This design comes from an exercise in tuning for small area, a short achievable clock period and few clock cycles on the open sky130 flow, not from production work. Where RTL was checked, it was by simulation tests only, not by an equivalence proof against the original. Function not checked in run 2: the RTL went through the layout flow alone. Power is estimated from default activity; no workload was simulated.

`flow/config.mk`:
```
export PLATFORM = sky130hd
export DESIGN_NAME = pooling_unit
export DESIGN_NICKNAME = pooling_unit
export VERILOG_FILES = /design/flow/design.v
export SDC_FILE = /design/flow/constraint.sdc
export NUM_CORES = 4
export LEC_CHECK = 0
export CAP_MARGIN = 20
export CORE_MARGIN = 2
export CORE_UTILIZATION = 40
export SETUP_SLACK_MARGIN = 2.7
export SLEW_MARGIN = 20
```
`flow/constraint.sdc`:
```
create_clock -name core_clock -period 6.0 [get_ports {clk}]
set_input_delay 1.2000 -clock core_clock [delete_from_list [all_inputs] [get_ports {clk}]]
set_output_delay 1.2000 -clock core_clock [all_outputs]
set_load 0.01 [all_outputs]
```
`flow/design.v`:
```
package pooling_pkg;
  typedef enum logic [1:0] {
    IDLE   = 2'd0,
    ACCUM  = 2'd1,
    DIVIDE = 2'd2,
    OUT    = 2'd3
  } state_t;
  typedef enum logic {
    POOL_MEAN = 1'b0,
    POOL_MAX  = 1'b1
  } mode_t;
  function automatic integer len_width(input integer max_len);
    len_width = $clog2(max_len + 1);
  endfunction
  function automatic integer acc_width(input integer il, input integer fl, input integer max_len);
    acc_width = il + fl + len_width(max_len);
  endfunction
endpackage
module pool_divider #(
  parameter int NSTEP = 1
) (
  input  logic [3:0]         r_in,
  input  logic [2*NSTEP-1:0] d_in,
  input  logic [5:0]         n1,
  input  logic [5:0]         n3,
  output logic [3:0]         r_out,
  output logic [2*NSTEP-1:0] q_out
);
  logic [3:0] r [NSTEP+1];
  logic [5:0] z [NSTEP];
  logic [6:0] s1 [NSTEP];
  logic [5:0] s2 [NSTEP];
  logic [6:0] s3 [NSTEP];
  logic       c1 [NSTEP];
  logic       c2 [NSTEP];
  logic       c3 [NSTEP];
  always_comb begin
    r[0] = r_in;
    for (int i = 0; i < NSTEP; i++) begin
      z[i]  = {r[i], d_in[2*NSTEP-1-2*i -: 2]};
      s1[i] = {1'b0, z[i]} + {1'b0, n1};
      s2[i] = {1'b0, z[i][5:1]} + {1'b0, n1[4:0]};
      s3[i] = {1'b0, z[i]} + {1'b0, n3};
      c1[i] = s1[i][6];
      c2[i] = s2[i][5];
      c3[i] = s3[i][6];
      q_out[2*NSTEP-1-2*i -: 2] = {c2[i], c3[i] | (c1[i] & !c2[i])};
      if (c3[i])      r[i+1] = s3[i][3:0];
      else if (c2[i]) r[i+1] = {s2[i][2:0], z[i][0]};
      else if (c1[i]) r[i+1] = s1[i][3:0];
      else            r[i+1] = z[i][3:0];
    end
    r_out = r[NSTEP];
  end
endmodule
module pooling_unit #(
  parameter  int IL       = 4,
  parameter  int FL       = 16,
  parameter  int CHANNELS = 4,
  parameter  int MAX_LEN  = 16,
  localparam int LEN_W    = pooling_pkg::len_width(MAX_LEN),
  localparam int ACC_W    = pooling_pkg::acc_width(IL, FL, MAX_LEN),
  localparam int DW       = IL + FL
) (
  input  logic                 clk,
  input  logic                 rst,
  input  logic                 start,
  input  logic                 mode,
  input  logic [LEN_W-1:0]     len_cfg,
  input  logic [CHANNELS*DW-1:0] in_data,
  input  logic                 in_valid,
  output logic                 in_ready,
  output logic [CHANNELS*DW-1:0] out_data,
  output logic                 out_valid,
  input  logic                 out_ready,
  output logic                 busy
);
  localparam int SW     = DW + 4;                
  localparam int LO     = 12;                    
  localparam int NSTEP  = 1;                     
  localparam int NDIV   = DW / (2 * NSTEP);      
  logic             st_acc, st_fix, st_div, st_cor, st_out, st_busy;
  logic             st_first;                    
  logic             mode_q, one_q;
  logic [3:0]       lm1_q;                       
  logic [5:0]       n1_q, n3_q;                  
  logic [3:0]       cnt_q;
  logic [LEN_W-1:0] len_clamped;
  logic             start_ok, beat, last_beat, last_div;
  logic [SW-1:0]         acc_q  [CHANNELS];
  logic                  cy_q   [CHANNELS];    
  logic                  neg_q  [CHANNELS];
  logic                  neg    [CHANNELS];
  logic [3:0]            r_in   [CHANNELS];
  logic [DW-1:0]         x      [CHANNELS];
  logic [LO:0]           sum_lo [CHANNELS];
  logic [SW-LO-1:0]      sum_hi [CHANNELS];
  logic [DW-1:0]         xg     [CHANNELS];
  logic [DW-1:0]         q_new  [CHANNELS];
  logic                  cl_q   [CHANNELS];    
  logic                  cor    [CHANNELS];
  logic                  gt     [CHANNELS];
  logic [2*NSTEP-1:0]    d_in   [CHANNELS];
  logic [3:0]            r_nxt  [CHANNELS];
  logic [2*NSTEP-1:0]    q_nxt  [CHANNELS];
  assign in_ready  = st_acc;
  assign out_valid = st_out;
  assign busy      = st_busy;
  always_comb begin
    len_clamped = (len_cfg > LEN_W'(MAX_LEN)) ? LEN_W'(MAX_LEN) : len_cfg;
    start_ok    = start && !st_busy;
    beat        = in_valid && st_acc;
    last_beat   = beat && (cnt_q == '0);
    last_div    = st_div && (cnt_q == '0);
  end
  for (genvar g = 0; g < CHANNELS; g++) begin : g_lane
    always_comb begin
      x[g]      = in_data[g*DW +: DW];
      xg[g]     = x[g] & {DW{st_acc}};
      sum_lo[g] = {1'b0, acc_q[g][LO-1:0]} + (st_cor ? (LO+1)'(cl_q[g]) : {1'b0, x[g][LO-1:0]});
      sum_hi[g] = acc_q[g][SW-1:LO] + {{(SW-DW){xg[g][DW-1]}}, xg[g][DW-1:LO]}
                + (SW-LO)'(cy_q[g]);
      q_new[g]  = {acc_q[g][DW-2*NSTEP-1:0], q_nxt[g] ^ {(2*NSTEP){neg[g]}}};
      cor[g]    = neg_q[g] && (r_nxt[g] != lm1_q);
      gt[g]     = {~x[g][DW-1], x[g][DW-2:0]} > {~acc_q[g][DW-1], acc_q[g][DW-2:0]};
      neg[g]    = st_first ? acc_q[g][SW-1] : neg_q[g];
      d_in[g]   = acc_q[g][DW-1 -: 2*NSTEP] ^ {(2*NSTEP){neg[g]}};
      r_in[g]   = acc_q[g][SW-1:DW] ^ {(SW-DW){st_first && acc_q[g][SW-1]}};
    end
    pool_divider #(
      .NSTEP(NSTEP)
    ) u_div (
      .r_in (r_in[g]),
      .d_in (d_in[g]),
      .n1   (n1_q),
      .n3   (n3_q),
      .r_out(r_nxt[g]),
      .q_out(q_nxt[g])
    );
    always_ff @(posedge clk) begin
      if (start_ok) begin
        acc_q[g] <= '0;
        acc_q[g][DW-1] <= mode && (len_clamped != '0);
        cy_q[g]  <= 1'b0;
        cl_q[g]  <= 1'b0;
      end else if (beat) begin
        if (!mode_q) begin
          acc_q[g] <= {sum_hi[g], sum_lo[g][LO-1:0]};
          cy_q[g]  <= sum_lo[g][LO];
        end else if (gt[g]) begin
          acc_q[g][DW-1:0] <= x[g];
        end
      end else if (st_fix) begin
        acc_q[g][SW-1:LO] <= sum_hi[g];
      end else if (st_div) begin
        acc_q[g] <= {r_nxt[g], q_new[g]};
        neg_q[g] <= neg[g];
        cl_q[g]  <= cor[g];
        cy_q[g]  <= cor[g] && (&q_new[g][LO-1:0]);
      end else if (st_cor) begin
        acc_q[g][DW-1:0] <= {sum_hi[g][DW-LO-1:0], sum_lo[g][LO-1:0]};
        cl_q[g]  <= 1'b0;
      end
    end
    assign out_data[g*DW +: DW] = acc_q[g][DW-1:0];
  end
  always_ff @(posedge clk) begin
    if (rst) begin
      st_acc  <= 1'b0;
      st_fix  <= 1'b0;
      st_first <= 1'b0;
      st_div  <= 1'b0;
      st_cor  <= 1'b0;
      st_out  <= 1'b0;
      st_busy <= 1'b0;
    end else begin
      if (start_ok) begin
        st_busy <= 1'b1;
        st_acc  <= (len_clamped != '0);
        st_out  <= (len_clamped == '0);
      end
      if (last_beat) begin
        st_acc <= 1'b0;
        if (!mode_q && !one_q) st_fix <= 1'b1;
        else st_out <= 1'b1;
      end
      st_first <= st_fix;
      if (st_fix) begin
        st_fix <= 1'b0;
        st_div <= 1'b1;
      end
      if (last_div) begin
        st_div <= 1'b0;
        st_cor <= 1'b1;
      end
      if (st_cor) begin
        st_cor <= 1'b0;
        st_out <= 1'b1;
      end
      if (st_out && out_ready) begin
        st_out  <= 1'b0;
        st_busy <= 1'b0;
      end
    end
  end
  always_ff @(posedge clk) begin
    if (start_ok) begin
      mode_q <= mode;
      one_q  <= (len_clamped == LEN_W'(1));
      lm1_q  <= 4'(len_clamped - LEN_W'(1));
      n1_q   <= 6'(7'd64 - 7'(len_clamped));
      n3_q   <= 6'(8'd192 - 8'(len_clamped) * 8'd3);
      cnt_q  <= 4'(len_clamped - LEN_W'(1));
    end else if (last_beat) begin
      cnt_q  <= 4'(NDIV - 1);
    end else if (beat || st_div) begin
      cnt_q  <= cnt_q - 4'd1;
    end
  end
endmodule
```
`flow/flow/run.sh`:
```
#!/bin/bash
# The standard layout, with the port buffers made of plain buffers
# (sky130_fd_sc_hd__buf_2) instead of the delay cells buffer_ports picks.
set -euo pipefail
export BUFFER_PORTS_ARGS="-buffer_cell sky130_fd_sc_hd__buf_2"
bash standard.sh > standard.log 2>&1
```
`flow/standard.sh`:
```
#!/bin/bash
# synth_recipe.tcl (not shown) runs the flow's synth.tcl, then flattens the netlist and writes it again
# the make line also repeats each setting of config.mk as NAME=value (left out here)
make -C /OpenROAD-flow-scripts/flow DESIGN_CONFIG=/design/flow/config.mk WORK_HOME=/design/flow/orfs CLKGATE_MAP_FILE= SYNTH_SCRIPT=/design/flow/synth_recipe.tcl "${@:-finish}"
```
==> results.txt, run 1 <==
Max IR drop VDD 0.000127 V; post-synthesis mux area share 1.42%; pwr/cell area 249 nW/um^2; router iterations before antenna repair 8; Adder-Cell Fraction of Synth Area 21.5%; Seq/Total Area, Yosys 18.3%; fin util 46.7%; number of port buffers 173; starting density of the core 40.4%; I/O pins 174; crit path DAT 3.93 ns; GRT Resource Usage Total 26.2%; DRC violations left 0; worst-case clock buffer depth 2; Min-Delay Endpoint st_busy; Primary FF master, synth dfxtp_1; share of layout cells above drive strength 1 18.8%; CTS tree done; Clock Latency Late Sink 0.46 ns; FF+latch count, synth 136; xor-xnor portion of the synthesized cell area 8.08%; Syn Nets 2,400; nets 2,506; setup TNS 0 ns; initial antenna violation count 10; area grow syn2layout 15.5%; post-placement cell area 17,300 sq um; RR Endpoint cl_q[0]; CP Class register to register; Die Width 207 um; RSZ-0062 raised after global routing yes; Worst Hold Launch st_out; first-pass GRT wire length 86.5 mm; number of synthesized flops with an enable pin 29; number of cell rows 74; ys async rst share 0%; vias per cell 5.93; CTS root buf clkbuf_16; Final Cell Area 19,000 sq um; outcome complete, no violations; vias post-DR 16,000; antenna viol nets, final 0; max-slew violations 0; Syn. warnings 40; Critical Path Start st_first; CP Capture Type register; clock transition at the registers of the reported paths 0.07 ns; max-cap violations 0; clock buffer count from CTS 17; main combinational cell family by area after synthesis compound AO/OA/AOI/OAI gates; Register-to-Register Path Depth 14; vias in the first global route 15,500; DRT iter0 DRCs 1,409; Unique masters post-synth 74; die height 207 um; Routed WL per cell 21.1 um; Slew Limit Headroom 35.7%; pin slew with the least headroom to its limit 0.964 ns; CP Data Required Time 6.33 ns; # H-tree levels 4; crit-path leading delay family compound AO/OA/AOI/OAI gates; r2r setup slk 2.40 ns; Leakage 8.54 nW; final setup vio count 0; leading cell type in the layout, fill and taps excluded ha_1; GPL Wtd Cong 0.948; core area 40,600 sq um; final hold viol count 0; Sink Count 136; WHS Path Cells 1; crit path cell chain buf_12 > mux2i_4 > xnor2_2 > ha_2 > inv_2 > fa_2 > nor2b_2 > o2111ai_2 > and2_4 > a211o_1 > a31o_1 > xor2_1 > or4_1 > a32o_1; CP max FO 4; hold crit path type register to register; period utilization 59.9%; Worst Path Buf+Inv 2; clock skew 0.0154 ns; slowest CP cell or4_1; simple-gate area share of the yosys netlist 17.2%; min Tclk post-route 3.60 ns; slowest stage delay, CP 0.42 ns; GR Overflow Total 0; Post-DP HPWL 42.2 mm; post-synthesis compound-gate area fraction 24.5%; Crit Reg-Reg Startpoint st_first; total routed wirelength 56.9 mm; Mapped Cells 2,041; total die area 42,700 sq um; FILL cells 3,928; Syn Area/Cell 8.05 sq um; mapped cell area 16,400 sq um; Peak Freq 278 MHz; largest net degree at the start of global routing 105; critical path launch point type register; commonest non-fill, non-tap cells in the layout ha_1, buf_2, inv_1
==> synth_stat cells (all sizes together), types with 29 or more instances <==
cell type / number / share of area, %
ha: 244 / 19
inv: 158 / 3.6
nor2: 153 / 3.5
a21oi: 129 / 3.9
nand2: 123 / 2.8
dfxtp: 107 / 13
o21ai: 103 / 3.1
xnor2: 99 / 5.3
buf: 85 / 3.8
nor2b: 72 / 2.7
clkbuf: 67 / 1.5
a211oi: 66 / 3.0
a21o: 60 / 2.7
xor2: 44 / 2.4
a22oi: 40 / 1.8
and2: 40 / 1.5
nor3: 30 / 0.91
edfxtp: 29 / 5.3
==> repair_timing <==
action	4_1_cts	5_1_grt
hold buffers	0	0
setup buffers	26	22
cloned	1	0
endpoints found under the setup margin	70	69
resized for setup	57	69
hold endpoints to repair	0	0
pin swaps	21	26
==> worst register-to-register path, delay by kind of cell, from the launching register on <==
family                     cells  cell delay, ns
AOI/OAI and AO/OA              4            0.96
xor gates and xnor gates       2            0.35
adders and majority gates      2            0.57
buffers and inverters          2            0.17
DFF                            1            0.39
muxes                          1            0.32
and+or+nand+nor                3            0.74
==> cell type report <==
type | instances | area, sq um | share of cell area, %
timing repair buffer | 238 | 1470 | 7.73
clock buffer | 22 | 507 | 2.67
multi-input combinational | 1594 | 12600 | 66.2
clock inverter | 10 | 138 | 0.725
antenna | 2 | 5.00 | 0.0264
sequential | 136 | 3020 | 15.9
tap | 532 | 666 | 3.51
inverter | 160 | 606 | 3.19
==> sequential cells by signal (all words and copies together), names as in the netlist, 4 cells and up <==
name	count
acc_q	96
n3_q	5
cy_q	4
lm1_q	4
neg_q	4
n1_q	6
cl_q	4
cnt_q	4
==> through the flow <==
stage               std cells  hold slack (ns)  worst slack, ns  total power, mW
finish                   2694            0.504             2.40             4.73
global route             2692            0.527             2.29             5.04
CTS                      2670            0.506             2.42             4.60
detailed placement       2611            0.497             1.85             3.33
global placement         2610            0.489             1.90             3.28
floorplan                2041            0.442             2.57             2.82
==> worst max path at each step <==
stage,end,cells past startpoint
floorplan,cl_q[0],14
global placement,acc_q[3][16],8
detailed placement,acc_q[0][17],7
CTS,cl_q[3],14
global route,cl_q[0],14
finish,cl_q[0],14
==> power by group <==
group / total, mW / switching [mW] / internal [mW]
registers: 1.27 / 0.215 / 1.06
clock network: 1.20 / 0.474 / 0.725
logic: 2.26 / 1.24 / 1.02
==> metal layers <==
metal	wire length (um)	global-route usage (%)	vias to the layer above
li1	-	-	7570
met1	24100	32.8	7724
met2	26800	43.8	563
met3	3970	5.34	110
met4	1970	10.5	14
met5	96	0	-
==> cells by family after synthesis <==
family / after synthesis
AND/OR/NAND/NOR: 567
adder cells (fa/ha/maj): 268
flip-flops: 136
AO/OA/AOI/OAI: 592
buffers and inverters: 312
XOR/XNOR: 146
multiplexers: 20
Testbench counts, summed over its fixed seeds: cycles 12,707.
==> run 2: changes to the inputs <==
--- a/flow/design.v
+++ b/flow/design.v
@@ -80,7 +80,6 @@
   localparam int NSTEP  = 1;                     
   localparam int NDIV   = DW / (2 * NSTEP);      
   logic             st_acc, st_fix, st_div, st_cor, st_out, st_busy;
-  logic             st_first;                    
   logic             mode_q, one_q;
   logic [3:0]       lm1_q;                       
   logic [5:0]       n1_q, n3_q;                  
@@ -90,14 +89,14 @@
   logic [SW-1:0]         acc_q  [CHANNELS];
   logic                  cy_q   [CHANNELS];    
   logic                  neg_q  [CHANNELS];
-  logic                  neg    [CHANNELS];
+  logic                  xr_q   [CHANNELS];    
   logic [3:0]            r_in   [CHANNELS];
   logic [DW-1:0]         x      [CHANNELS];
   logic [LO:0]           sum_lo [CHANNELS];
   logic [SW-LO-1:0]      sum_hi [CHANNELS];
   logic [DW-1:0]         xg     [CHANNELS];
   logic [DW-1:0]         q_new  [CHANNELS];
-  logic                  cl_q   [CHANNELS];    
+  logic                  cin_hi [CHANNELS];
   logic                  cor    [CHANNELS];
   logic                  gt     [CHANNELS];
   logic [2*NSTEP-1:0]    d_in   [CHANNELS];
@@ -117,15 +116,15 @@
     always_comb begin
       x[g]      = in_data[g*DW +: DW];
       xg[g]     = x[g] & {DW{st_acc}};
-      sum_lo[g] = {1'b0, acc_q[g][LO-1:0]} + (st_cor ? (LO+1)'(cl_q[g]) : {1'b0, x[g][LO-1:0]});
+      cor[g]    = neg_q[g] && (acc_q[g][SW-1:DW] != lm1_q);
+      sum_lo[g] = {1'b0, acc_q[g][LO-1:0]} + (st_cor ? (LO+1)'(cor[g]) : {1'b0, x[g][LO-1:0]});
+      cin_hi[g] = st_cor ? (cor[g] && (&acc_q[g][LO-1:0])) : cy_q[g];
       sum_hi[g] = acc_q[g][SW-1:LO] + {{(SW-DW){xg[g][DW-1]}}, xg[g][DW-1:LO]}
-                + (SW-LO)'(cy_q[g]);
-      q_new[g]  = {acc_q[g][DW-2*NSTEP-1:0], q_nxt[g] ^ {(2*NSTEP){neg[g]}}};
-      cor[g]    = neg_q[g] && (r_nxt[g] != lm1_q);
+                + (SW-LO)'(cin_hi[g]);
+      q_new[g]  = {acc_q[g][DW-2*NSTEP-1:0], q_nxt[g] ^ {(2*NSTEP){neg_q[g]}}};
       gt[g]     = {~x[g][DW-1], x[g][DW-2:0]} > {~acc_q[g][DW-1], acc_q[g][DW-2:0]};
-      neg[g]    = st_first ? acc_q[g][SW-1] : neg_q[g];
-      d_in[g]   = acc_q[g][DW-1 -: 2*NSTEP] ^ {(2*NSTEP){neg[g]}};
-      r_in[g]   = acc_q[g][SW-1:DW] ^ {(SW-DW){st_first && acc_q[g][SW-1]}};
+      d_in[g]   = acc_q[g][DW-1 -: 2*NSTEP] ^ {(2*NSTEP){neg_q[g]}};
+      r_in[g]   = acc_q[g][SW-1:DW] ^ {(SW-DW){xr_q[g]}};
     end
     pool_divider #(
       .NSTEP(NSTEP)
@@ -142,7 +141,6 @@
         acc_q[g] <= '0;
         acc_q[g][DW-1] <= mode && (len_clamped != '0);
         cy_q[g]  <= 1'b0;
-        cl_q[g]  <= 1'b0;
       end else if (beat) begin
         if (!mode_q) begin
           acc_q[g] <= {sum_hi[g], sum_lo[g][LO-1:0]};
@@ -152,14 +150,13 @@
         end
       end else if (st_fix) begin
         acc_q[g][SW-1:LO] <= sum_hi[g];
+        neg_q[g] <= sum_hi[g][SW-LO-1];
+        xr_q[g]  <= sum_hi[g][SW-LO-1];
       end else if (st_div) begin
         acc_q[g] <= {r_nxt[g], q_new[g]};
-        neg_q[g] <= neg[g];
-        cl_q[g]  <= cor[g];
-        cy_q[g]  <= cor[g] && (&q_new[g][LO-1:0]);
+        xr_q[g]  <= 1'b0;
       end else if (st_cor) begin
         acc_q[g][DW-1:0] <= {sum_hi[g][DW-LO-1:0], sum_lo[g][LO-1:0]};
-        cl_q[g]  <= 1'b0;
       end
     end
     assign out_data[g*DW +: DW] = acc_q[g][DW-1:0];
@@ -168,7 +165,6 @@
     if (rst) begin
       st_acc  <= 1'b0;
       st_fix  <= 1'b0;
-      st_first <= 1'b0;
       st_div  <= 1'b0;
       st_cor  <= 1'b0;
       st_out  <= 1'b0;
@@ -184,7 +180,6 @@
         if (!mode_q && !one_q) st_fix <= 1'b1;
         else st_out <= 1'b1;
       end
-      st_first <= st_fix;
       if (st_fix) begin
         st_fix <= 1'b0;
         st_div <= 1'b1;
==> run 2 against run 1 <==
Compared with the run above:
- setup slack worse by 0.28 ns
- core utilization is 0.61 points higher
- power is 7.8% lower
- highest routed layer unchanged
==> results.txt, run 2 <==
Worst Setup EP xr_q[0]; core area 38,800 sq um; CP Capture Type register; RSZ-0062 raised after global routing yes; most frequent cell after synthesis ha_1; crit path DAT 4.08 ns; max FFs per register 96; Clock Latency Late Sink 0.45 ns; final setup vio count 0; Register-to-Register Path Depth 13; clock transition at the registers of the reported paths 0.07 ns; vias per cell 5.78; share of layout cells above drive strength 1 19.7%; Clock power frac 26.1%; Net Sw Power 1.80 mW; Storage cell area 3050 sq um; gr busiest metal met2; Critical Path Start lm1_q[1]; setup TNS 0 ns; mapped cell area 15,800 sq um; Synth top cells by count ha_1, nor2_1, a21oi_1, o21ai_0, inv_1; FF+latch count, synth 135; leading cell type in the layout, fill and taps excluded ha_1; critical path launch point type register; met2 Use GR 41.3%; top cell type's share of synthesized area 19.2%; Syn. warnings 40; router iterations before antenna repair 7; Peak Freq 258 MHz; Primary FF master, synth dfxtp_1; # H-tree levels 4; r2r setup slk 2.12 ns; total die area 41,200 sq um; GPL Wtd Cong 0.911; clock skew 0.0150 ns; number of synthesized flops with an enable pin 33; worst-case clock buffer depth 2; total routed wirelength 51.5 mm; DRT iter0 DRCs 1,079; die height 203 um; number of port buffers 173; min Tclk post-route 3.88 ns; vias in the first global route 14,700; Post-DP HPWL 37.8 mm; GR Layer Usage met1 31.7%; starting density of the core 40.8%; final hold slack 0.505 ns; largest net degree at the start of global routing 75; Routed WL per cell 19.8 um; pin slew with the least headroom to its limit 0.924 ns; CTS tree done; CTS root buf clkbuf_16; first-pass GRT wire length 80.6 mm; hold crit path type register to register; Syn Nets 2,321; area leader, netlist ha_1; Max IR drop VDD 0.000242 V; max-cap violations 0; final hold viol count 0; max-slew violations 0; antenna viol nets, final 0; Flop pwr share 28.6%; CP Class register to register; Regs by FF count acc_q: 96 flops, n1_q: 6 flops, n3_q: 5 flops; # hold bufs at CTS 0; vias post-DR 15,000; Seq/Total Area, Yosys 19.1%; area grow syn2layout 16.0%; clock buffer count from CTS 17; initial antenna violation count 3; Leakage 8.23 nW; GR Overflow Total 0; RR Endpoint xr_q[0]; synth top area cells ha_1, dfxtp_1, edfxtp_1; Crit Reg-Reg Startpoint lm1_q[1]; number of cell rows 72; Mapped Cells 1,963; Slew Limit Headroom 38.4%; DRC violations left 0; FILL cells 3,782; ys async rst share 0%; GRT Resource Usage Total 24.5%; Sw Ratio 41.4%; commonest non-fill, non-tap cells in the layout ha_1, buf_2, nor2_1; pwr/cell area 237 nW/um^2; Syn Area/Cell 8.07 sq um; period utilization 64.6%; Unique masters post-synth 67; Die Width 203 um; CP Data Required Time 6.20 ns; GR Util met3 3.80%; Pint 2.55 mW; I/O pins 174; Sink Count 135; nets 2,425; CP max FO 3; multi-input logic area 12,200 sq um; Largest Register acc_q; Final Cell Area 18,400 sq um; outcome complete, no violations; post-placement cell area 16,700 sq um; Comb pwr share 45.3%
==> run 2: changes by cell type in the layout (fill, tap and decap cells not counted), sizes merged, moves of 10 or more <==
| cell | previous run | this run |
|---|---|---|
| nand2 | 123 | 104 |
| inv | 157 | 119 |
| o21ai | 103 | 142 |
| and3 | 22 | 12 |
| a222oi | 15 | 1 |
| xor2 | 44 | 84 |
| a221oi | 28 | 16 |
| nand4 | 22 | 33 |
| a311oi | 14 | 3 |
| xnor2 | 99 | 65 |
==> run 2: worst min-delay path by stage <==
stage	cells after the start	endpoint	start	slack, ns
3_5_place_dp	2	st_busy	st_busy	0.50
2_1_floorplan	2	st_fix	one_q	0.47
6_report	2	st_busy	st_busy	0.50
4_1_cts	2	st_busy	st_busy	0.51
3_3_place_gp	2	st_busy	st_busy	0.50
5_1_grt	2	acc_q[0][8]	acc_q[0][8]	0.56
==> run 2: final cells by class <==
cell class | count | share of cell area (%)
multi-input combinational | 1556 | 66.3
antenna | 2 | 0.0272
clock buffer | 17 | 2.31
timing repair buffer | 243 | 7.90
sequential | 135 | 16.6
inverter | 114 | 2.43
clock inverter | 15 | 0.912
tap | 518 | 3.53
==> run 2: power groups by stage <==
stage                     Clock [mW]  Combinational (mW)  Sequential, mW
after floorplan                    0                1.46            1.18
after global placement             0                1.77            1.26
after detailed placement           0                1.81            1.26
after CTS                       1.15                1.89            1.24
after global routing            1.19                2.21            1.26
final                           1.14                1.97            1.25
==> run 2: cells by family (layout without fill, tap and decap cells) <==
group | Yosys count | after routing | synth area share (%)
AO/OA/AOI/OAI | 592 | 592 | 24.2
multiplexers | 23 | 23 | 1.47
XOR/XNOR | 149 | 149 | 8.24
adder cells (fa/ha/maj) | 267 | 267 | 22.2
flip-flops | 135 | 135 | 19.1
other | 0 | 2 | 0
AND/OR/NAND/NOR | 524 | 525 | 16.3
buffers and inverters | 273 | 389 | 8.38
==> run 2: through the flow <==
stage               worst slack [ns]  instances  power [mW]  utilization (%)
floorplan                       2.31       1963        2.64                -
global placement                1.85       2510        3.03             43.0
detailed placement              1.79       2510        3.08             43.0
CTS                             2.17       2574        4.28             46.0
global route                    2.01       2598        4.66             47.3
finish                          2.12       2600        4.36             47.3
==> run 2: routing by layer <==
layer	up-vias	routed length (um)	part of all wire, %
li1	7291	-	-
met1	7187	22500	44
met2	459	24300	47
met3	79	3030	5.9
met4	4	1640	3.2
met5	-	27	0.052
==> run 2: worst max-delay path, cell delays in order (launching register included) <==
cell	delay (ns)
edfxtp_1	0.42
xor2_1	0.16
o41a_1	0.52
and3_1	0.22
a21oi_2	0.12
fa_2	0.25
nor2b_4	0.05
o31a_1	0.26
or4_4	0.43
a311o_1	0.30
or4_1	0.42
and3_4	0.21
xnor2_2	0.14
and2_1	0.15
==> run 2: what timing repair did <==
item                                    4_1_cts  5_1_grt
pin swaps                                    31       53
endpoints found under the setup margin      112      105
gates resized for setup                      78       77
gates cloned                                  1        0
setup buffers                                31       24
==> run 3: changes to the inputs <==
--- a/flow/design.v
+++ b/flow/design.v
@@ -79,13 +79,13 @@
   localparam int LO     = 12;                    
   localparam int NSTEP  = 1;                     
   localparam int NDIV   = DW / (2 * NSTEP);      
-  logic             st_acc, st_fix, st_div, st_cor, st_out, st_busy;
+  logic             st_acc, st_fix, st_div, st_cor, st_cor2, st_out, st_busy;
   logic             mode_q, one_q;
   logic [3:0]       lm1_q;                       
   logic [5:0]       n1_q, n3_q;                  
   logic [3:0]       cnt_q;
   logic [LEN_W-1:0] len_clamped;
-  logic             start_ok, beat, last_beat, last_div;
+  logic             start_ok, beat, last_beat, last_div, any_cor2;
   logic [SW-1:0]         acc_q  [CHANNELS];
   logic                  cy_q   [CHANNELS];    
   logic                  neg_q  [CHANNELS];
@@ -96,7 +96,6 @@
   logic [SW-LO-1:0]      sum_hi [CHANNELS];
   logic [DW-1:0]         xg     [CHANNELS];
   logic [DW-1:0]         q_new  [CHANNELS];
-  logic                  cin_hi [CHANNELS];
   logic                  cor    [CHANNELS];
   logic                  gt     [CHANNELS];
   logic [2*NSTEP-1:0]    d_in   [CHANNELS];
@@ -115,12 +114,11 @@
   for (genvar g = 0; g < CHANNELS; g++) begin : g_lane
     always_comb begin
       x[g]      = in_data[g*DW +: DW];
+      cor[g]    = neg_q[g] && (acc_q[g][SW-1:DW] != lm1_q);
       xg[g]     = x[g] & {DW{st_acc}};
-      cor[g]    = neg_q[g] && (acc_q[g][SW-1:DW] != lm1_q);
       sum_lo[g] = {1'b0, acc_q[g][LO-1:0]} + (st_cor ? (LO+1)'(cor[g]) : {1'b0, x[g][LO-1:0]});
-      cin_hi[g] = st_cor ? (cor[g] && (&acc_q[g][LO-1:0])) : cy_q[g];
       sum_hi[g] = acc_q[g][SW-1:LO] + {{(SW-DW){xg[g][DW-1]}}, xg[g][DW-1:LO]}
-                + (SW-LO)'(cin_hi[g]);
+                + (SW-LO)'(cy_q[g]);
       q_new[g]  = {acc_q[g][DW-2*NSTEP-1:0], q_nxt[g] ^ {(2*NSTEP){neg_q[g]}}};
       gt[g]     = {~x[g][DW-1], x[g][DW-2:0]} > {~acc_q[g][DW-1], acc_q[g][DW-2:0]};
       d_in[g]   = acc_q[g][DW-1 -: 2*NSTEP] ^ {(2*NSTEP){neg_q[g]}};
@@ -156,10 +154,17 @@
         acc_q[g] <= {r_nxt[g], q_new[g]};
         xr_q[g]  <= 1'b0;
       end else if (st_cor) begin
-        acc_q[g][DW-1:0] <= {sum_hi[g][DW-LO-1:0], sum_lo[g][LO-1:0]};
+        acc_q[g][LO-1:0] <= sum_lo[g][LO-1:0];
+        cy_q[g]  <= sum_lo[g][LO];
+      end else if (st_cor2) begin
+        acc_q[g][SW-1:LO] <= sum_hi[g];
       end
     end
     assign out_data[g*DW +: DW] = acc_q[g][DW-1:0];
+  end
+  always_comb begin
+    any_cor2 = 1'b0;
+    for (int c = 0; c < CHANNELS; c++) any_cor2 |= cor[c] && (&acc_q[c][LO-1:0]);
   end
   always_ff @(posedge clk) begin
     if (rst) begin
@@ -167,6 +172,7 @@
       st_fix  <= 1'b0;
       st_div  <= 1'b0;
       st_cor  <= 1'b0;
+      st_cor2 <= 1'b0;
       st_out  <= 1'b0;
       st_busy <= 1'b0;
     end else begin
@@ -190,7 +196,12 @@
       end
       if (st_cor) begin
         st_cor <= 1'b0;
-        st_out <= 1'b1;
+        if (any_cor2) st_cor2 <= 1'b1;
+        else st_out <= 1'b1;
+      end
+      if (st_cor2) begin
+        st_cor2 <= 1'b0;
+        st_out  <= 1'b1;
       end
       if (st_out && out_ready) begin
         st_out  <= 1'b0;
--- a/flow/config.mk
+++ b/flow/config.mk
@@ -8,5 +8,5 @@
 export CAP_MARGIN = 20
 export CORE_MARGIN = 2
 export CORE_UTILIZATION = 40
-export SETUP_SLACK_MARGIN = 2.7
+export SETUP_SLACK_MARGIN = 3.0
 export SLEW_MARGIN = 20
==> run 3 against run 2 <==
Compared with the run above:
- still clean on timing, DRC and antenna
- cell count up 0.58%
- die area rose by 1.6%
- setup slack gained 0.76 ns
- clock skew decreased by 0.0045 ns
- sequential power is essentially flat
- largest power group unchanged
- highest routed layer unchanged
==> results.txt, run 3 <==
CP Capture Type register; clock buffer count from CTS 17; antenna viol nets, final 0; Max IR drop VDD 0.000214 V; Syn Area/Cell 8.20 sq um; most frequent cell after synthesis ha_1; min Tclk post-route 3.11 ns; CTS root buf clkbuf_16; I/O pins 174; RSZ-0062 raised after global routing yes; max-cap violations 0; die height 205 um; Die Width 205 um; setup TNS 0 ns; total routed wirelength 54.1 mm; total die area 41,900 sq um; max FFs per register 96; initial antenna violation count 7; FF+latch count, synth 136; clock skew 0.0106 ns; Routed WL per cell 20.7 um; DRC violations left 0; clock transition at the registers of the reported paths 0.06 ns; CP Class register to register; leading cell type in the layout, fill and taps excluded ha_1; synth top area cells ha_1, dfxtp_1, edfxtp_1; Slew Limit Headroom 34.8%; mapped cell area 16,100 sq um; CP Data Required Time 6.36 ns; router iterations before antenna repair 7; Regs by FF count acc_q: 96 flops, n1_q: 6 flops, n3_q: 5 flops; DRT iter0 DRCs 1,183; Overall Power 4.47 mW; final hold viol count 0; Seq/Total Area, Yosys 19.0%; dpl cells 2,521; core area 39,700 sq um; GPL Wtd Cong 0.896; Synth top cells by count ha_1, a21oi_1, nand2_1; commonest non-fill, non-tap cells in the layout ha_1, buf_2, nand2_1; worst-case clock buffer depth 2; GR Overflow Total 0; Syn Nets 2,322; Final Non-Filler Cells 2,615; FILL cells 3,863; period utilization 51.9%; final setup vio count 0; first-pass GRT wire length 83.3 mm; outcome complete, no violations; CTS tree done; pin slew with the least headroom to its limit 0.975 ns; critical path launch point type register; Leakage 8.25 nW; number of synthesized flops with an enable pin 33; final hold slack 0.492 ns; crit path DAT 3.48 ns; Largest Register acc_q; area leader, netlist ha_1; vias per cell 5.90; CP max FO 4; top cell type's share of synthesized area 19.0%; Primary FF master, synth dfxtp_1; Unique masters post-synth 79; Sink Count 136; starting density of the core 40.5%; hold crit path type register to register; max-slew violations 0; vias post-DR 15,400; # hold bufs at CTS 0; Clock Latency Late Sink 0.45 ns; vias in the first global route 14,800; GRT Resource Usage Total 25.2%; pwr/cell area 235 nW/um^2; area grow syn2layout 18.2%; largest net degree at the start of global routing 61; Mapped Cells 1,963; Peak Freq 321 MHz; ys async rst share 0%; number of port buffers 173; Syn. warnings 38; nets 2,431; Post-DP HPWL 39.7 mm; share of layout cells above drive strength 1 22.9%; # H-tree levels 4; number of cell rows 73
==> run 3: cell count changes in the layout (fill, tap and decap cells not counted), moves of 15 or more <==
cell      before  now
nand2_1       95  126
ha_1         238  214
ha_4           2   24
a21o_1        61   44
a22oi_1       43   58
nand4_1       33   18
o21ai_0      108   83
nand3_1       22   40
o211ai_1       3   20
nor2_1       154  116
==> run 3: per-stage QoR <==
step	instance area (sq um)	util, %	setup slack (ns)
floorplan	16500	-	2.90
global placement	17200	43.3	2.23
detailed placement	17200	43.3	2.12
CTS	18100	45.6	2.79
global route	19000	47.9	2.74
finish	19000	47.9	2.89
==> run 3: timing repair <==
action	4_1_cts	5_1_grt
setup buffers	14	39
endpoints found under the setup margin	83	87
pin swaps	25	84
gates resized for setup	56	123
gates cloned	2	2
==> run 3: worst max-delay path: stages, from the launching register on <==
cell and delay [ns]:
edfxtp_1 0.52, xor2_1 0.19, o41a_1 0.53, nand2_1 0.10, o21ai_1 0.07, ha_2 0.21, a21oi_2 0.14, o211ai_1 0.18
or4_4 0.46, a41o_1 0.21, xor2_1 0.15, a21oi_1 0.08, a211oi_1 0.19
==> run 3: power by group <==
part	leakage, nW	switching (mW)	internal [mW]
Sequential	1.16	0.206	1.06
Clock	0.270	0.463	0.648
Combinational	6.82	1.16	0.935
==> run 3: per-layer routing <==
layer / vias up / global-route usage (%) / part of all wire (%)
met3: 91 / 3.79 / 5.5
li1: 7353 / - / -
met1: 7513 / 33.9 / 45
met4: 4 / 8.36 / 2.9
met2: 461 / 41.2 / 47
met5: - / 0 / 0.055
==> run 3: final cells by class <==
cell class / count / area (sq um) / share of cell area, %
multi-input cells: 1556 / 12800 / 67.3
flip-flops and latches: 136 / 3060 / 16.1
repair buffers: 241 / 1440 / 7.57
well taps: 525 / 657 / 3.45
inverters: 120 / 454 / 2.39
clock buffers: 18 / 429 / 2.26
clock inverters: 14 / 158 / 0.829
diodes: 5 / 12.5 / 0.0658
==> run 3: logic make-up after synthesis <==
family,share of synthesized area (%)
buffers and inverters,8.73
adder cells (fa/ha/maj),22.0
flip-flops,19.0
AND/OR/NAND/NOR,16.4
XOR/XNOR,7.89
AO/OA/AOI/OAI,24.7
multiplexers,1.32
==> run 3: worst paths after layout <==
kind,slack (ns),start,to,cells after the start
hold / removal,0.49,st_cor2,st_cor2,1
setup / recovery,2.89,lm1_q[0],acc_q[3][11],12
hold reg to reg,0.49,st_cor2,st_cor2,1
setup reg to reg,2.89,lm1_q[0],acc_q[3][11],12
Testbench counts of run 3, summed over its fixed seeds: cycles 12,707.
==> run 4: changes to the inputs <==
--- a/flow/config.mk
+++ b/flow/config.mk
@@ -8,5 +8,5 @@
 export CAP_MARGIN = 20
 export CORE_MARGIN = 2
 export CORE_UTILIZATION = 40
-export SETUP_SLACK_MARGIN = 3.0
+export SETUP_SLACK_MARGIN = 3.25
 export SLEW_MARGIN = 20
==> run 4 against run 3 <==
Compared with the run above:
- largest power group unchanged
- final area rose by 15%
- global-route usage is 2.2 points higher
- first-iteration DRC count fell by 8.8%
==> results.txt, run 4 <==
worst-case clock buffer depth 2; mapped cell area 16,100 sq um; Synth top cells by count ha_1, a21oi_1, nand2_1; outcome complete, no violations; first-pass GRT wire length 90.0 mm; GPL Wtd Cong 0.892; # H-tree levels 4; area grow syn2layout 36.0%; Syn Area/Cell 8.20 sq um; core area 39,700 sq um; Largest Register acc_q; starting density of the core 40.5%; DRT iter0 DRCs 1,079; ys async rst share 0%; antenna viol nets, final 0; number of cell rows 73; CP max FO 3; CP Capture Type register; synth top area cells ha_1, dfxtp_1, edfxtp_1; min Tclk post-route 3.10 ns; top cell type's share of synthesized area 19.0%; Leakage 9.17 nW; initial antenna violation count 4; CP Class register to register; Syn. warnings 38; post-placement cell area 18,100 sq um; CP Data Required Time 6.36 ns; GRT Resource Usage Total 27.4%; clock buffer count from CTS 17; Unique masters post-synth 79; router iterations before antenna repair 5; area leader, netlist ha_1; final setup vio count 0; commonest non-fill, non-tap cells in the layout ha_1, buf_2, buf_4; Clock Latency Late Sink 0.45 ns; GR Overflow Total 0; Sink Count 136; pin slew with the least headroom to its limit 0.868 ns; Syn Nets 2,322; max-cap violations 0; Routed WL per cell 21.5 um; Mapped Cells 1,963; Slew Limit Headroom 42.1%; max FFs per register 96; number of port buffers 173; RSZ-0062 raised after global routing yes; vias in the first global route 16,000; fin util 55.1%; FF+latch count, synth 136; max-slew violations 0; nets 2,555; die height 205 um; vias post-DR 16,300; Seq/Total Area, Yosys 19.0%; r2r setup slk 2.90 ns; Die Width 205 um; CTS tree done; clock transition at the registers of the reported paths 0.07 ns; Final Cell Area 21,900 sq um; crit path DAT 3.46 ns; total die area 41,900 sq um; vias per cell 5.94; Max IR drop VDD 0.000215 V; Post-DP HPWL 40.1 mm; number of synthesized flops with an enable pin 33; I/O pins 174; CTS root buf clkbuf_16; Peak Freq 323 MHz; period utilization 51.6%; share of layout cells above drive strength 1 36.9%; total routed wirelength 58.8 mm; setup TNS 0 ns; clock skew 0.0162 ns; final hold viol count 0; DRC violations left 0; most frequent cell after synthesis ha_1; # hold bufs at CTS 0; leading cell type in the layout, fill and taps excluded ha_1; critical path launch point type register; Regs by FF count acc_q: 96 flops, n1_q: 6 flops, n3_q: 5 flops; hold crit path type register to register; pwr/cell area 219 nW/um^2; Primary FF master, synth dfxtp_1; largest net degree at the start of global routing 71
==> run 4: cell counts after synthesis <==
Identical to the previous run, type by type.
==> run 4: critical path: stages, from the launching register on <==
cell and delay, ns:
edfxtp_1 0.40, buf_6 0.15, xor2_1 0.14, o41a_1 0.52
nand2_1 0.13, o21ai_2 0.06, ha_2 0.20, a21oi_2 0.18
o211ai_1 0.14, or4_1 0.45, a41o_1 0.21, xor2_1 0.17
a21oi_2 0.08, a211oi_2 0.19
==> run 4: worst paths after layout <==
check                start            to  depth (start not counted)
setup / recovery  lm1_q[2]  acc_q[3][11]                         13
hold / removal     st_cor2       st_cor2                          1
setup reg to reg  lm1_q[2]  acc_q[3][11]                         13
hold reg to reg    st_cor2       st_cor2                          1
==> run 4: area by class of cell <==
type / instances / area [sq um]
Fill cell: 3563 / 17900
Multi-Input combinational cell: 1561 / 14400
Sequential cell: 136 / 3060
Timing Repair Buffer: 360 / 2660
Tap cell: 525 / 657
Inverter: 120 / 503
Clock buffer: 17 / 425
Clock inverter: 15 / 131
Antenna cell: 3 / 7.51
==> run 4: metal layers <==
layer / GRT usage [%] / vias to the layer above / wire length, um
li1: - / 7614 / -
met1: 36.9 / 8009 / 25700
met2: 45.5 / 552 / 28400
met3: 3.37 / 81 / 3450
met4: 8.44 / 0 / 1300
met5: 0 / - / 0
==> run 4: cell families after synthesis <==
family | share of synthesized area, %
adder cells (fa/ha/maj) | 22.0
AO/OA/AOI/OAI | 24.7
AND/OR/NAND/NOR | 16.4
flip-flops | 19.0
multiplexers | 1.32
XOR/XNOR | 7.89
buffers and inverters | 8.73
==> run 4: stage by stage <==
stage | power [mW] | instances | setup WS (ns) | hold slack [ns]
2_1_floorplan | 2.77 | 1963 | 2.90 | 0.427
6_report | 4.79 | 2737 | 2.90 | 0.477
3_5_place_dp | 3.23 | 2520 | 2.30 | 0.463
4_1_cts | 4.56 | 2670 | 2.91 | 0.475
3_3_place_gp | 3.19 | 2520 | 2.35 | 0.455
5_1_grt | 5.10 | 2737 | 2.76 | 0.496
==> run 4: repair_timing <==
item / CTS / global route
buffers inserted: 110 / 62
setup endpoints to repair: 115 / 116
pin swaps: 144 / 150
gates cloned: 8 / 2
gates resized for setup: 213 / 178
==> run 4: power by group <==
group / internal [mW] / switching (mW)
combinational: 1.14 / 1.33
clock: 0.544 / 0.510
sequential: 1.06 / 0.207
==> run 5: changes to the inputs <==
--- a/flow/config.mk
+++ b/flow/config.mk
@@ -8,5 +8,5 @@
 export CAP_MARGIN = 20
 export CORE_MARGIN = 2
 export CORE_UTILIZATION = 40
-export SETUP_SLACK_MARGIN = 3.25
+export SETUP_SLACK_MARGIN = 2.7
 export SLEW_MARGIN = 20
==> run 5 against run 4 <==
Compared with the run above:
- largest cell class unchanged
- critical path depth decreased by 3
- still clean
- clock power increased by 6%
- sequential share of layout area is 3.2 points higher
- power shrank 11%
- setup slack lost 0.17 ns
- cell count decreased by 5.8%
- clock skew decreased by 0.0011 ns
==> results.txt, run 5 <==
synth top area cells ha_1, dfxtp_1, edfxtp_1; period utilization 54.5%; max FFs per register 96; Unique masters post-synth 79; Regs by FF count acc_q: 96 flops, n1_q: 6 flops, n3_q: 5 flops; leading cell type in the layout, fill and taps excluded ha_1; number of cell rows 73; Register-to-Register Path Depth 10; nets 2,398; crit path DAT 3.66 ns; largest net degree at the start of global routing 63; die height 205 um; vias post-DR 15,100; critical path launch point type register; mapped cell area 16,100 sq um; WHS Path Cells 1; Sink Count 136; Final Cell Area 17,800 sq um; Primary FF master, synth dfxtp_1; clock skew 0.0151 ns; router iterations before antenna repair 5; RSZ-0062 raised after global routing yes; Min-Delay Endpoint st_cor; CP Data Required Time 6.40 ns; Largest Register acc_q; Worst Hold Launch st_cor; DRT iter0 DRCs 961; Routed WL per cell 20.5 um; most frequent cell after synthesis ha_1; max-cap violations 0; xor-xnor portion of the synthesized cell area 7.89%; Peak Freq 306 MHz; Seq/Total Area, Yosys 19.0%; clock transition at the registers of the reported paths 0.07 ns; final hold viol count 0; slowest stage delay, CP 0.51 ns; CP Capture Type register; GRT Resource Usage Total 24.9%; number of port buffers 173; Leakage 7.99 nW; number of synthesized flops with an enable pin 33; pwr/cell area 239 nW/um^2; # hold bufs at CTS 0; first-pass GRT wire length 81.8 mm; GPL Wtd Cong 0.902; crit path cell chain xor2_1 > ha_1 > fa_1 > nand3_1 > a21oi_1 > a211oi_2 > o21ai_0 > xnor2_1 > a2111oi_0 > a31o_2; FF+latch count, synth 136; r2r setup slk 2.73 ns; dpl cells 2,524; final setup vio count 0; RR Endpoint acc_q[0][0]; crit-path leading delay family compound AO/OA/AOI/OAI gates; Synth top cells by count ha_1, a21oi_1, nand2_1; Clock Latency Late Sink 0.45 ns; commonest non-fill, non-tap cells in the layout ha_1, buf_2, nand2_1; Syn Nets 2,322; share of layout cells above drive strength 1 15.8%; max-slew violations 0; ys async rst share 0%; Syn. warnings 38; initial antenna violation count 6; GR Overflow Total 0; area grow syn2layout 10.7%; top cell type's share of synthesized area 19.0%; pin slew with the least headroom to its limit 1.09 ns; post-synthesis mux area share 1.32%; outcome complete, no violations; CP max FO 6; Post-DP HPWL 39.5 mm; Final Non-Filler Cells 2,578; antenna viol nets, final 0; min Tclk post-route 3.27 ns; CTS tree done; main combinational cell family by area after synthesis compound AO/OA/AOI/OAI gates; Worst Path Buf+Inv 0; Crit Reg-Reg Startpoint neg_q[0]; total routed wirelength 52.9 mm; # H-tree levels 4; Slew Limit Headroom 26.7%; DRC violations left 0; I/O pins 174; post-synthesis compound-gate area fraction 24.7%; Adder-Cell Fraction of Synth Area 22.0%; setup TNS 0 ns; Mapped Cells 1,963; CP Class register to register; slowest CP cell edfxtp_1; total die area 41,900 sq um; Syn Area/Cell 8.20 sq um; starting density of the core 40.5%; CTS root buf clkbuf_16; clock buffer count from CTS 17; vias per cell 5.87; worst-case clock buffer depth 2; simple-gate area share of the yosys netlist 16.4%; post-placement cell area 16,800 sq um; Max IR drop VDD 0.000221 V; vias in the first global route 14,700; core area 39,700 sq um; Die Width 205 um; hold crit path type register to register; area leader, netlist ha_1
## run 5: changes by cell type in the layout (fill, tap and decap cells not counted), moves of 17 or more
| cell | change |
|---|---|
| buf_4 | -102 |
| ha_1 | +73 |
| ha_4 | -69 |
| buf_6 | -46 |
| o21ai_0 | +35 |
| a21oi_1 | +31 |
| nor2_1 | +27 |
| a211oi_1 | +24 |
| a21oi_2 | -22 |
| nor2_4 | -20 |
| a211oi_2 | -19 |
| o21ai_2 | -19 |
| inv_1 | +17 |
## run 5: kinds of logic (layout without fill, tap and decap cells)
kind of cell               count (synthesis)  in the layout
muxes                                     21             21
other                                      0              1
xor gates and xnor gates                 145            145
buffers and inverters                    275            364
adders and majority gates                268            268
and+or+nand+nor                          530            530
AOI/OAI and AO/OA                        588            588
DFF                                      136            136
## run 5: how the worst max path moves through the flow
stage / from / to / slack [ns] / cells after the start
6_report: neg_q[0] / acc_q[0][0] / 2.73 / 10
5_1_grt: neg_q[0] / acc_q[0][0] / 2.51 / 10
4_1_cts: lm1_q[0] / acc_q[3][11] / 2.60 / 12
3_5_place_dp: in_data[79] / xr_q[3] / 2.20 / 11
3_3_place_gp: in_data[79] / acc_q[3][8] / 2.31 / 10
2_1_floorplan: in_data[12] / acc_q[0][23] / 2.73 / 9
## run 5: per-stage QoR
step                setup slack (ns)  util [%]  power, mW  hold WS [ns]
finish                          2.73      44.8       4.25         0.435
global placement                2.31      42.3       3.02         0.423
global route                    2.51      44.8       4.54         0.449
detailed placement              2.20      42.3       3.06         0.427
CTS                             2.60      44.1       4.19         0.437
floorplan                       2.73         -       2.62         0.427
## run 5: area by class of cell
class,instances,area [sq um]
Timing Repair Buffer,212,1170
Tap cell,525,657
Fill cell,3942,21900
Multi-Input combinational cell,1552,11900
Clock buffer,18,429
Antenna cell,1,2.50
Sequential cell,136,3060
Clock inverter,14,158
Inverter,120,453
## run 5: routing by layer
metal  vias to the layer above  wire [um]  track usage, %
met4                         6       1790            9.76
li1                       7294          -               -
met1                      7246      23800            33.1
met5                         -         32               0
met3                       108       3410            4.26
met2                       472      23800            40.1
## run 5: repair_timing
| item | in CTS | in global routing |
|---|---|---|
| hold endpoints to repair | 0 | 0 |
| setup endpoints to repair | 18 | 48 |
| setup buffers | 7 | 14 |
| resized for setup | 7 | 57 |
| pin swaps | 2 | 27 |
## run 5: report_power, final
part           switching [mW]  total, mW  internal (mW)
registers               0.191       1.25           1.06
logic                    1.07       1.89          0.817
clock network           0.461       1.11          0.649
==> run 6: changes to the inputs <==
--- a/flow/design.v
+++ b/flow/design.v
@@ -80,6 +80,7 @@
   localparam int NSTEP  = 1;                     
   localparam int NDIV   = DW / (2 * NSTEP);      
   logic             st_acc, st_fix, st_div, st_cor, st_cor2, st_out, st_busy;
+  logic             st_first;                    
   logic             mode_q, one_q;
   logic [3:0]       lm1_q;                       
   logic [5:0]       n1_q, n3_q;                  
@@ -89,7 +90,6 @@
   logic [SW-1:0]         acc_q  [CHANNELS];
   logic                  cy_q   [CHANNELS];    
   logic                  neg_q  [CHANNELS];
-  logic                  xr_q   [CHANNELS];    
   logic [3:0]            r_in   [CHANNELS];
   logic [DW-1:0]         x      [CHANNELS];
   logic [LO:0]           sum_lo [CHANNELS];
@@ -116,13 +116,13 @@
       x[g]      = in_data[g*DW +: DW];
       cor[g]    = neg_q[g] && (acc_q[g][SW-1:DW] != lm1_q);
       xg[g]     = x[g] & {DW{st_acc}};
-      sum_lo[g] = {1'b0, acc_q[g][LO-1:0]} + (st_cor ? (LO+1)'(cor[g]) : {1'b0, x[g][LO-1:0]});
+      sum_lo[g] = {1'b0, acc_q[g][LO-1:0]} + (st_cor ? (LO+1)'(1) : {1'b0, x[g][LO-1:0]});
       sum_hi[g] = acc_q[g][SW-1:LO] + {{(SW-DW){xg[g][DW-1]}}, xg[g][DW-1:LO]}
                 + (SW-LO)'(cy_q[g]);
       q_new[g]  = {acc_q[g][DW-2*NSTEP-1:0], q_nxt[g] ^ {(2*NSTEP){neg_q[g]}}};
       gt[g]     = {~x[g][DW-1], x[g][DW-2:0]} > {~acc_q[g][DW-1], acc_q[g][DW-2:0]};
       d_in[g]   = acc_q[g][DW-1 -: 2*NSTEP] ^ {(2*NSTEP){neg_q[g]}};
-      r_in[g]   = acc_q[g][SW-1:DW] ^ {(SW-DW){xr_q[g]}};
+      r_in[g]   = acc_q[g][SW-1:DW] ^ {(SW-DW){st_first && acc_q[g][SW-1]}};
     end
     pool_divider #(
       .NSTEP(NSTEP)
@@ -149,13 +149,11 @@
       end else if (st_fix) begin
         acc_q[g][SW-1:LO] <= sum_hi[g];
         neg_q[g] <= sum_hi[g][SW-LO-1];
-        xr_q[g]  <= sum_hi[g][SW-LO-1];
       end else if (st_div) begin
         acc_q[g] <= {r_nxt[g], q_new[g]};
-        xr_q[g]  <= 1'b0;
       end else if (st_cor) begin
-        acc_q[g][LO-1:0] <= sum_lo[g][LO-1:0];
-        cy_q[g]  <= sum_lo[g][LO];
+        if (cor[g]) acc_q[g][LO-1:0] <= sum_lo[g][LO-1:0];
+        cy_q[g]  <= cor[g] && sum_lo[g][LO];
       end else if (st_cor2) begin
         acc_q[g][SW-1:LO] <= sum_hi[g];
       end
@@ -170,6 +168,7 @@
     if (rst) begin
       st_acc  <= 1'b0;
       st_fix  <= 1'b0;
+      st_first <= 1'b0;
       st_div  <= 1'b0;
       st_cor  <= 1'b0;
       st_cor2 <= 1'b0;
@@ -186,6 +185,7 @@
         if (!mode_q && !one_q) st_fix <= 1'b1;
         else st_out <= 1'b1;
       end
+      st_first <= st_fix;
       if (st_fix) begin
         st_fix <= 1'b0;
         st_div <= 1'b1;
--- a/flow/config.mk
+++ b/flow/config.mk
@@ -8,5 +8,5 @@
 export CAP_MARGIN = 20
 export CORE_MARGIN = 2
 export CORE_UTILIZATION = 40
-export SETUP_SLACK_MARGIN = 2.7
+export SETUP_SLACK_MARGIN = 2.9
 export SLEW_MARGIN = 20
==> run 6 against run 5 <==
Compared with the run above:
- largest cell class unchanged
- clock skew decreased by 0.0051 ns
- first-iteration DRC count increased by 21%
- synthesized cell count decreased by 0.25%
- largest power group unchanged
- still clean on timing, DRC and antenna
- highest routed layer is now met4
==> results.txt, run 6 <==
final setup vio count 0; Mapped Cells 1,958; ys async rst share 0%; final hold viol count 0; Routed WL per cell 19.8 um; outcome complete, no violations; mapped cell area 15,900 sq um; CTS root buf clkbuf_16; pwr/cell area 224 nW/um^2; commonest non-fill, non-tap cells in the layout ha_1, buf_2, a21oi_1; GRT Resource Usage Total 24.4%; top cell type's share of synthesized area 19.2%; dpl ws 2.30 ns; Clock Latency Late Sink 0.44 ns; CP Capture Type register; Slew Limit Headroom 26.1%; number of synthesized flops with an enable pin 29; Seq/Total Area, Yosys 18.5%; crit-path leading delay family compound AO/OA/AOI/OAI gates; Max IR drop VDD 0.000181 V; core area 39,500 sq um; vias per cell 5.80; max FFs per register 96; total routed wirelength 51.2 mm; CTS tree done; total length of routed met3 wires 2.43 mm; Die Width 204 um; number of cell rows 73; clock buffer count from CTS 17; clock skew 0.0100 ns; DRT iter0 DRCs 1,167; met2 wire len 23.7 mm; Syn Nets 2,318; # hold bufs at CTS 0; antenna viol nets, final 0; FILL cells 3,914; dpl cells 2,522; Synth top cells by count ha_1, a21oi_1, nand2_1; area leader, netlist ha_1; FF+latch count, synth 133; Worst Path Buf+Inv 1; Overall Power 4.03 mW; total die area 41,500 sq um; largest net degree at the start of global routing 66; Highest Signal Layer met4; GPL Wtd Cong 0.892; CP max FO 3; Unique masters post-synth 67; worst-case clock buffer depth 2; vias post-DR 15,000; max-cap violations 0; GR Overflow Total 0; Largest Register acc_q; synth top area cells ha_1, dfxtp_1, a21oi_1; Peak Freq 328 MHz; setup TNS 0 ns; Post-DP HPWL 38.9 mm; hold crit path type register to register; CP Data Required Time 6.29 ns; Syn. warnings 36; most frequent cell after synthesis ha_1; clock transition at the registers of the reported paths 0.06 ns; Regs by FF count acc_q: 96 flops, n1_q: 6 flops, n3_q: 5 flops; Leakage 7.91 nW; # H-tree levels 4; Sink Count 133; share of layout cells above drive strength 1 17.6%; Primary FF master, synth dfxtp_1; Final Non-Filler Cells 2,581; nets 2,397; die height 204 um; starting density of the core 40.3%; router iterations before antenna repair 5; crit path DAT 3.33 ns; DRC violations left 0; critical path launch point type primary input; slowest CP cell fa_2; min Tclk post-route 3.05 ns; Final Worst Setup Slack 2.95 ns; number of port buffers 173; CP Class primary input to register; area grow syn2layout 13.1%; period utilization 50.8%; crit path cell chain buf_2 > or2_4 > ha_4 > fa_2 > a21o_1 > a21oi_4 > o21ai_4 > a221oi_2 > xnor2_1 > a211oi_1 > a211oi_1; RSZ-0062 raised after global routing yes; pin slew with the least headroom to its limit 1.09 ns; leading cell type in the layout, fill and taps excluded ha_1; most frequent CP cell a211oi_1; slowest stage delay, CP 0.36 ns; Syn Area/Cell 8.14 sq um; M1 WL 23.7 mm; first-pass GRT wire length 80.6 mm; initial antenna violation count 6; I/O pins 174; max-slew violations 0; vias in the first global route 14,500
==> run 6: cell types whose count changed after synthesis, moves of 13 or more <==
| cell | before | now |
|---|---|---|
| a22oi_1 | 58 | 40 |
| a311oi_1 | 14 | 27 |
| nand4_1 | 18 | 34 |
| nand3_1 | 43 | 30 |
| xor2_1 | 88 | 66 |
| a21oi_1 | 135 | 174 |
| and4_1 | 16 | 1 |
| a21o_1 | 44 | 62 |
| xnor2_1 | 57 | 79 |
| o21ai_0 | 109 | 96 |
| a31oi_1 | 23 | 10 |
| nor2_1 | 125 | 108 |
==> run 6: layer usage <==
metal,up-vias,GRT usage [%]
met2,416,39.3
li1,7286,-
met1,7189,33.8
met3,84,2.75
met5,-,0
met4,0,8.32
==> run 6: power breakdown <==
part | leakage, nW | total (mW) | switching, mW | internal (mW)
clock network | 0.271 | 1.04 | 0.432 | 0.605
logic | 6.51 | 1.78 | 1.00 | 0.779
registers | 1.13 | 1.21 | 0.188 | 1.03
==> run 6: cells by family after synthesis <==
kind of cell / share of synthesized area [%]
compound gates: 26.0
simple gates: 15.5
buf+inv: 8.57
fa+ha+maj: 22.2
xor+xnor: 7.97
flops: 18.5
mux: 1.25
==> run 6: per-stage QoR <==
stage | util, % | hold WS (ns) | cell area [sq um]
after floorplan | - | 0.422 | 16100
after global placement | 42.7 | 0.458 | 16900
after detailed placement | 42.7 | 0.458 | 16900
after CTS | 44.4 | 0.472 | 17600
after global routing | 45.6 | 0.487 | 18000
final | 45.6 | 0.478 | 18000
==> run 6: path summary, 6_finish.rpt <==
| path | start | slack [ns] | endpoint | cells past startpoint |
|---|---|---|---|---|
| max | in_data[0] | 2.95 | acc_q[0][10] | 11 |
| min | st_cor2 | 0.48 | st_cor2 | 1 |
| max reg2reg | st_first | 3.01 | acc_q[3][0] | 9 |
| min reg2reg | st_cor2 | 0.48 | st_cor2 | 1 |
==> run 6: repair_timing <==
item                       CTS  global route
cloned                       0             1
setup endpoints to repair   51            77
pin swaps                    2            31
resized for setup           15            59
buffers inserted             2            18
==> run 6: worst register-to-register path: cells and delay by family (launching register included) <==
kind                     cells  cell delay, ns
AO/OA/AOI/OAI                5            0.97
flip-flops                   1            0.51
adder cells (fa/ha/maj)      1            0.34
XOR/XNOR                     2            0.81
AND/OR/NAND/NOR              1            0.26
==> run 6: cell type report <==
type                       instances  area, sq um  share of cell area (%)
tap                              525          657                    3.64
multi-input combinational       1552        12200                    67.6
clock inverter                    15          140                   0.777
sequential                       133         2960                    16.4
timing repair buffer             211         1190                    6.58
clock buffer                      17          425                    2.36
antenna                            6         15.0                  0.0833
inverter                         122          460                    2.55
Testbench counts of run 6, summed over its fixed seeds: cycles 12,707.
==> run 7: changes to the inputs <==
--- a/flow/config.mk
+++ b/flow/config.mk
@@ -8,5 +8,5 @@
 export CAP_MARGIN = 20
 export CORE_MARGIN = 2
 export CORE_UTILIZATION = 40
-export SETUP_SLACK_MARGIN = 2.9
+export SETUP_SLACK_MARGIN = 3.1
 export SLEW_MARGIN = 20
==> run 7 against run 6 <==
Compared with the run above:
- sequential power about the same
- final area increased by 7.3%
- die area unchanged
- cell count increased by 1.6%
- area after synthesis unchanged
- register-to-register slack improved by 0.17 ns
- critical path type unchanged
==> results.txt, run 7 <==
Worst Path Buf+Inv 2; FF+latch count, synth 133; pwr/cell area 223 nW/um^2; critical path launch point type primary input; min Tclk post-route 3.01 ns; Routed WL per cell 20.8 um; outcome complete, no violations; Sink Count 133; worst-case clock buffer depth 2; nets 2,442; period utilization 50.2%; Final Non-Filler Cells 2,623; CTS root buf clkbuf_16; Leakage 8.39 nW; slowest stage delay, CP 0.38 ns; max FFs per register 96; final setup vio count 0; r2r setup slk 3.18 ns; Peak Freq 332 MHz; vias in the first global route 14,800; RSZ-0062 raised after global routing yes; area grow syn2layout 21.3%; I/O pins 174; DRT iter0 DRCs 1,139; max-slew violations 0; GRT Resource Usage Total 25.4%; Critical Path Stages 11; Seq/Total Area, Yosys 18.5%; initial antenna violation count 3; setup TNS 0 ns; number of cell rows 73; Mapped Cells 1,958; starting density of the core 40.3%; CP max FO 3; Synth top cells by count ha_1, a21oi_1, nand2_1; die height 204 um; crit-path leading delay family compound AO/OA/AOI/OAI gates; # hold bufs at CTS 0; GR Overflow Total 0; vias post-DR 15,500; Syn Area/Cell 8.14 sq um; Syn. warnings 36; Worst Setup EP acc_q[1][21]; antenna viol nets, final 0; Regs by FF count acc_q: 96 flops, n1_q: 6 flops, n3_q: 5 flops; clock skew 0.0151 ns; Crit Reg-Reg Startpoint neg_q[2]; Largest Register acc_q; clock buffer count from CTS 17; clock transition at the registers of the reported paths 0.06 ns; Primary FF master, synth dfxtp_1; RR Endpoint acc_q[2][23]; CTS tree done; Clock Latency Late Sink 0.44 ns; slowest CP cell fa_2; largest net degree at the start of global routing 81; # H-tree levels 4; ys async rst share 0%; area leader, netlist ha_1; first-pass GRT wire length 83.3 mm; Register-to-Register Path Depth 10; leading cell type in the layout, fill and taps excluded ha_1; hold crit path type register to register; synth top area cells ha_1, dfxtp_1, a21oi_1; router iterations before antenna repair 7; Slew Limit Headroom 42.7%; CP Data Required Time 6.34 ns; total die area 41,500 sq um; Die Width 204 um; number of port buffers 173; final hold slack 0.488 ns; crit path DAT 3.36 ns; DRC violations left 0; number of synthesized flops with an enable pin 29; Unique masters post-synth 67; max-cap violations 0; most frequent cell after synthesis ha_1; CP Class primary input to register; vias per cell 5.90; WHS Path Cells 1; total routed wirelength 54.6 mm; Post-DP HPWL 40.1 mm; Syn Nets 2,318; core area 39,500 sq um; final hold viol count 0; commonest non-fill, non-tap cells in the layout ha_1, buf_2, a21oi_1; Max IR drop VDD 0.000205 V; top cell type's share of synthesized area 19.2%; FILL cells 3,778; Critical Path Start in_data[32]; mapped cell area 15,900 sq um; crit path cell chain buf_8 > and2_4 > fa_2 > a211oi_2 > o21bai_1 > a31oi_1 > o211ai_1 > buf_4 > or2_4 > xnor2_2 > a221oi_2; GPL Wtd Cong 0.913; share of layout cells above drive strength 1 25.3%; dpl cells 2,519; CP Capture Type register; pin slew with the least headroom to its limit 0.858 ns
==> run 7: cell counts after synthesis <==
Identical to the previous run, type by type.
==> run 7: how the worst min path moves through the flow <==
stage               endpoint     from
floorplan            st_cor2  st_cor2
global placement     st_cor2  st_cor2
detailed placement   st_cor2  st_cor2
CTS                  st_cor2  st_cor2
global route         st_cor2  st_cor2
finish               st_cor2  st_cor2
==> run 7: what timing repair did <==
| action | in CTS | in global routing |
|---|---|---|
| pin swaps | 51 | 74 |
| setup endpoints to repair | 104 | 95 |
| resized for setup | 76 | 135 |
| setup buffers | 34 | 28 |
| cloned | 2 | 5 |
==> run 7: through the flow <==
stage                     util, %  total power [mW]  area (sq um)  setup WS, ns
after floorplan                 -              2.55         16400          2.84
after global placement       43.3              2.94         17100          2.30
after detailed placement     43.3              2.98         17100          2.28
after CTS                    46.7              4.18         18500          2.88
after global routing         48.9              4.58         19300          2.90
final                        48.9              4.31         19300          2.99
==> run 7: report_power, final <==
group | leakage, nW | internal (mW) | total [mW] | switching, mW
combinational | 6.96 | 0.873 | 1.97 | 1.10
clock | 0.304 | 0.666 | 1.11 | 0.447
sequential | 1.13 | 1.03 | 1.23 | 0.203
total | 8.39 | 2.56 | 4.31 | 1.75
==> run 7: cells by family after synthesis <==
kind of cell,share of synthesized area (%)
mux,1.25
simple gates,15.5
flops,18.5
fa+ha+maj,22.2
compound gates,26.0
xor+xnor,7.97
buf+inv,8.57
==> run 7: layer usage <==
metal | routed length, um | up-vias | global-route usage [%]
li1 | - | 7402 | -
met1 | 24500 | 7483 | 34.5
met2 | 25700 | 494 | 42.1
met3 | 2780 | 90 | 2.64
met4 | 1540 | 0 | 8.55
met5 | 0 | - | 0
==> run 7: final cells by class <==
type | instances | area [sq um] | area share (%)
tap | 525 | 657 | 3.40
timing repair buffer | 252 | 1610 | 8.31
clock buffer | 22 | 528 | 2.73
sequential | 133 | 2960 | 15.3
antenna | 3 | 7.51 | 0.0388
inverter | 122 | 463 | 2.39
clock inverter | 10 | 88.8 | 0.459
multi-input combinational | 1556 | 13000 | 67.3

-- port drivers added, routing unchanged --
How much do the figures lean on ideal ports? The routed layouts below were timed once more, with nothing changed but the port constraints.
Step 1 (the two cells are an assumption about what drives the block):
set clk [get_ports {clk}]
set_driving_cell -lib_cell sky130_fd_sc_hd__clkbuf_16 $clk
set_driving_cell -lib_cell sky130_fd_sc_hd__buf_2 [delete_from_list [all_inputs] $clk]
Step 2 also shifts input and output timing later by t, the mid clock arrival at the registers, as if the neighbouring blocks saw the same clock.
Slacks: ideal ports / drivers / drivers and shift; pairs: ideal ports / drivers.
run | t (ns) | slack for setup (ns) | slew at the worst register clock pin (ns) | worst data-port slew with drivers (ns)
run 1 | 0.506 | 2.405 / 2.405 / 2.285 | 0.07 / 0.07 | 0.11
run 2 | 0.489 | 2.123 / 2.123 / 2.068 | 0.07 / 0.07 | 0.08
run 3 | 0.495 | 2.886 / 2.886 / 2.428 | 0.07 / 0.07 | 0.10
run 4 | 0.493 | 2.901 / 2.901 / 2.460 | 0.07 / 0.07 | 0.11
run 5 | 0.498 | 2.732 / 2.732 / 2.294 | 0.07 / 0.07 | 0.09
run 6 | 0.480 | 2.955 / 2.961 / 2.481 | 0.06 / 0.06 | 0.10
run 7 | 0.482 | 2.987 / 2.985 / 2.502 | 0.07 / 0.07 | 0.12
After both steps every run listed still meets setup and hold. The setup slack of run 7, which loses most, moves by -0.002 ns with the drivers and by -0.485 ns with both steps.
